From an optimization exercise on the open Yosys and OpenROAD flow, aimed at small area; shortcuts taken in it are not production practice. Only simulation tests tie the RTL to the original design; equivalence was not proved.

Setup of job 6751:
==> flow/design.v (excerpt) <==
module m_scale_bias_loader #(
  parameter int ROWS = 4,
  parameter int COLS = 4
) (
  input  logic                                 clk,
  input  logic                                 rst,
  input  logic                                 start,
  input  logic                                 abort,
  input  logic                                 in_valid,
  output logic                                 in_ready,
  input  logic [15:0]                          in_data,
  input  logic                                 swap_req,
  output logic [ROWS-1:0][COLS-1:0][1:0][15:0] scaleMM,
  output logic [ROWS-1:0][COLS-1:0][15:0]      biasMM,
  output logic                                 params_valid,
  output logic                                 busy,
  output logic                                 done,
  output logic                                 err
);
  localparam int RC     = ROWS * COLS;
  localparam int NWORDS = 3 * RC;
  localparam int IDX_W  = $clog2(NWORDS);
  localparam logic [IDX_W-1:0] LAST_IDX = IDX_W'(NWORDS - 1);
  logic                                 load_q, full_q;
  logic [IDX_W-1:0]                     idx_q;
  logic [NWORDS-1:0][15:0]              shadow_q;
  logic [ROWS-1:0][COLS-1:0][1:0][15:0] scale_q;
  logic [ROWS-1:0][COLS-1:0][15:0]      bias_q;
  logic                                 pv_q, done_q, err_q;
  ...
Settings: LEC_CHECK=0, ABC_AREA=1, CAP_MARGIN=20, CORE_MARGIN=2, CORE_UTILIZATION=84, CTS_BUF_LIST=sky130_fd_sc_hd__clkbuf_8, CTS_CLUSTER_DIAMETER=60, CTS_CLUSTER_SIZE=16, SLEW_MARGIN=20; clock period 5.0 ns.
standard.sh (not shown) runs the stock make flow with config.mk's settings and CLKGATE_MAP_FILE= SYNTH_SCRIPT=/design/flow/synth_recipe.tcl, a recipe that flattens the netlist after the stock synthesis.
==> flow/flow/run.sh <==
#!/bin/bash
set -euo pipefail
bash standard.sh BUFFER_PORTS_ARGS="-buffer_cell sky130_fd_sc_hd__buf_1" finish > standard_make.log 2>&1
Status: job 6751 FAILED at detailed placement (tool error)
### job 6751 -> job 6937
Settings: CORE_UTILIZATION: 84 -> 40; CTS_CLUSTER_SIZE: 16 -> unset; CTS_BUF_LIST: sky130_fd_sc_hd__clkbuf_8 -> unset; CTS_CLUSTER_DIAMETER: 60 -> unset.
==> flow/run.sh (new file) <==
#!/bin/bash
# synth_recipe.tcl (not shown) runs the flow's synth.tcl, then flattens the netlist and writes it again
# the make line also repeats each setting of config.mk as NAME=value (left out here)
make -C /OpenROAD-flow-scripts/flow DESIGN_CONFIG=/design/flow/config.mk WORK_HOME=/design/flow/orfs CLKGATE_MAP_FILE= SYNTH_SCRIPT=/design/flow/synth_recipe.tcl finish
removed: flow/flow/run.sh
removed: flow/standard.sh
--- outcome ---
Between job 6751 and job 6937, number of placement rows increased. From job 6751 to job 6937, count of distinct cell types in the synthesized netlist did not move at all. Diff job 6937..job 6751 | number of enable-type register cells in the synthesized netlist | unchanged. Going from job 6751 to job 6937, the die span in x was found to have gone up by about 44%. Job 6937 gives more vertical extent of the die than job 6751 did. Sort job 6937 and job 6751 by routability-driven placement congestion ratio desc -> top: job 6751. Starting density of the core in job 6937 is 45 points below job 6751. [diff] detailed placement HPWL, job 6937 relative to job 6751: improvement. Job 6937: full flow OK, the timing, DRC and antenna checks passed.
[inputs] job 8507 vs job 6937
Settings: an added CTS_CLUSTER_SIZE of 16; a change of CORE_UTILIZATION from 40 to 80; an added CTS_BUF_LIST of sky130_fd_sc_hd__clkbuf_8; an added CTS_CLUSTER_DIAMETER of 60.
==> flow/flow/run.sh (new file) <==
#!/bin/bash
set -euo pipefail
bash standard.sh BUFFER_PORTS_ARGS="-buffer_cell sky130_fd_sc_hd__buf_1" finish > standard_make.log 2>&1
==> flow/standard.sh (new file) <==
#!/bin/bash
# synth_recipe.tcl (not shown) runs the flow's synth.tcl, then flattens the netlist and writes it again
# the make line also repeats each setting of config.mk as NAME=value (left out here)
make -C /OpenROAD-flow-scripts/flow DESIGN_CONFIG=/design/flow/config.mk WORK_HOME=/design/flow/orfs CLKGATE_MAP_FILE= SYNTH_SCRIPT=/design/flow/synth_recipe.tcl "${@:-finish}"
removed: flow/run.sh
--- outcome ---
- Core utilization: job 8507 higher than job 6937
- On job 8507: synthesis-to-finish area growth is 20 points lower than what job 6937 gave.
- Relative to job 6937, the routability congestion estimate from global placement of job 8507 is higher by 15%.
- Relative to job 6937, the count of vias placed by the detailed router of job 8507 is higher by 3042.
- Number of detailed-routing iterations run before antenna repair: job 8507 vs job 6937 up 2

---

## main
The RTL this note starts from:
==> flow/design.v <==
module m_scale_bias_loader #(
  parameter int ROWS = 4,
  parameter int COLS = 4
) (
  input  logic                                 clk,
  input  logic                                 rst,
  input  logic                                 start,
  input  logic                                 abort,
  input  logic                                 in_valid,
  output logic                                 in_ready,
  input  logic [15:0]                          in_data,
  input  logic                                 swap_req,
  output logic [ROWS-1:0][COLS-1:0][1:0][15:0] scaleMM,
  output logic [ROWS-1:0][COLS-1:0][15:0]      biasMM,
  output logic                                 params_valid,
  output logic                                 busy,
  output logic                                 done,
  output logic                                 err
);
  localparam int RC     = ROWS * COLS;
  localparam int NWORDS = 3 * RC;
  localparam int IDX_W  = $clog2(NWORDS);
  localparam logic [IDX_W-1:0] LAST_IDX = IDX_W'(NWORDS - 1);
  logic                                 load_q, full_q;
  logic [IDX_W-1:0]                     idx_q;
  logic [NWORDS-1:0][15:0]              shadow_q;
  logic [ROWS-1:0][COLS-1:0][1:0][15:0] scale_q;
  logic [ROWS-1:0][COLS-1:0][15:0]      bias_q;
  logic                                 pv_q, done_q, err_q;
  logic                                 accept, last, swap;
  assign in_ready = load_q;
  assign busy     = load_q | full_q;
  assign accept   = in_valid & load_q & ~abort;
  assign last     = (idx_q == LAST_IDX);
  assign swap     = full_q & swap_req & ~abort;
  always_ff @(posedge clk or posedge rst) begin
    if (rst) begin
      load_q <= 1'b0;
      full_q <= 1'b0;
      pv_q   <= 1'b0;
      done_q <= 1'b0;
      err_q  <= 1'b0;
    end else begin
      load_q <= load_q ? ~abort & ~(in_valid & last) : ~full_q & start & ~abort;
      full_q <= full_q ? ~abort & ~swap_req : accept & last;
      pv_q   <= pv_q | swap;
      done_q <= swap;
      err_q  <= busy & start & ~abort;
    end
  end
  always_ff @(posedge clk) begin
    if (!load_q)     idx_q <= '0;
    else if (accept) idx_q <= idx_q + 1'b1;
  end
  always_ff @(posedge clk) begin
    if (accept) shadow_q <= {shadow_q[NWORDS-2:0], ~in_data};
  end
  always_ff @(posedge clk) begin
    if (swap) begin
      for (int r = 0; r < ROWS; r++) begin
        for (int c = 0; c < COLS; c++) begin
          scale_q[r][c][0] <= shadow_q[NWORDS-1 - (r*COLS + c)];
          scale_q[r][c][1] <= shadow_q[NWORDS-1 - (RC + r*COLS + c)];
          bias_q[r][c]     <= shadow_q[NWORDS-1 - (2*RC + r*COLS + c)];
        end
      end
    end
  end
  assign scaleMM      = ~(scale_q | {(2*RC*16){~pv_q}});
  assign biasMM       = ~(bias_q  | {(RC*16){~pv_q}});
  assign params_valid = pv_q;
  assign done         = done_q;
  assign err          = err_q;
endmodule
Settings: LEC_CHECK=0, ABC_AREA=1, CAP_MARGIN=20, CORE_MARGIN=2, CORE_UTILIZATION=80, CTS_BUF_LIST=sky130_fd_sc_hd__clkbuf_8, CTS_CLUSTER_DIAMETER=60, CTS_CLUSTER_SIZE=18, SLEW_MARGIN=20; clock period 5.0 ns.
==> flow/flow/run.sh <==
#!/bin/bash
set -euo pipefail
bash standard.sh BUFFER_PORTS_ARGS="-buffer_cell sky130_fd_sc_hd__buf_1" finish > standard_make.log 2>&1
--- input diff main..the feature branch ---
diff --git a/flow/config.mk b/flow/config.mk
--- a/flow/config.mk
+++ b/flow/config.mk
@@ -9,7 +9,7 @@
 export CAP_MARGIN = 20
 export CORE_MARGIN = 2
-export CORE_UTILIZATION = 80
+export CORE_UTILIZATION = 88
 export CTS_BUF_LIST = sky130_fd_sc_hd__clkbuf_8
 export CTS_CLUSTER_DIAMETER = 60
-export CTS_CLUSTER_SIZE = 18
+export CTS_CLUSTER_SIZE = 16
 export SLEW_MARGIN = 20
## What came out
The feature branch did not run to completion, as it errored out during 3_5_place_dp. Between main and the feature branch, the difference in synthesized cell count is negligible. Sort main and the feature branch by row count asc -> top: the feature branch. Die height | the feature branch below main. Adder and majority cell fraction of the synthesized area: main vs the feature branch — no meaningful difference. Placer's final routability congestion estimate is higher on the feature branch.

[re-timing with driven ports]
The flow's constraints put no driver on any port. The routed layouts listed below were extracted and timed again, unchanged, in two steps.
Step 1, drivers: a clkbuf_16 drives clk and a buf_2 each remaining input, both assumed.
Step 2 adds t to the input delays and takes it off the output delays; t is the mean of the earliest and latest rising clock arrival at the registers after step 1. Input paths then give back, and output paths get back, about the clock's delay inside the block.
Three values: no drivers, after step 1, after step 2; two values: the first two.
run | t (ns) | setup slack, ns | hold WS [ns] | worst slew at a driven data input, ns
job 6937 | 0.797 | 0.925 / 0.860 / 1.363 | 0.418 / 0.410 / 0.418 | 0.06
job 8507 | 0.814 | 1.171 / 1.105 / 1.779 | 0.142 / 0.121 / 0.425 | 0.06
main | 0.796 | 1.138 / 1.070 / 1.813 | 0.136 / 0.111 / 0.427 | 0.05
After both steps setup and hold are still met in every run listed.
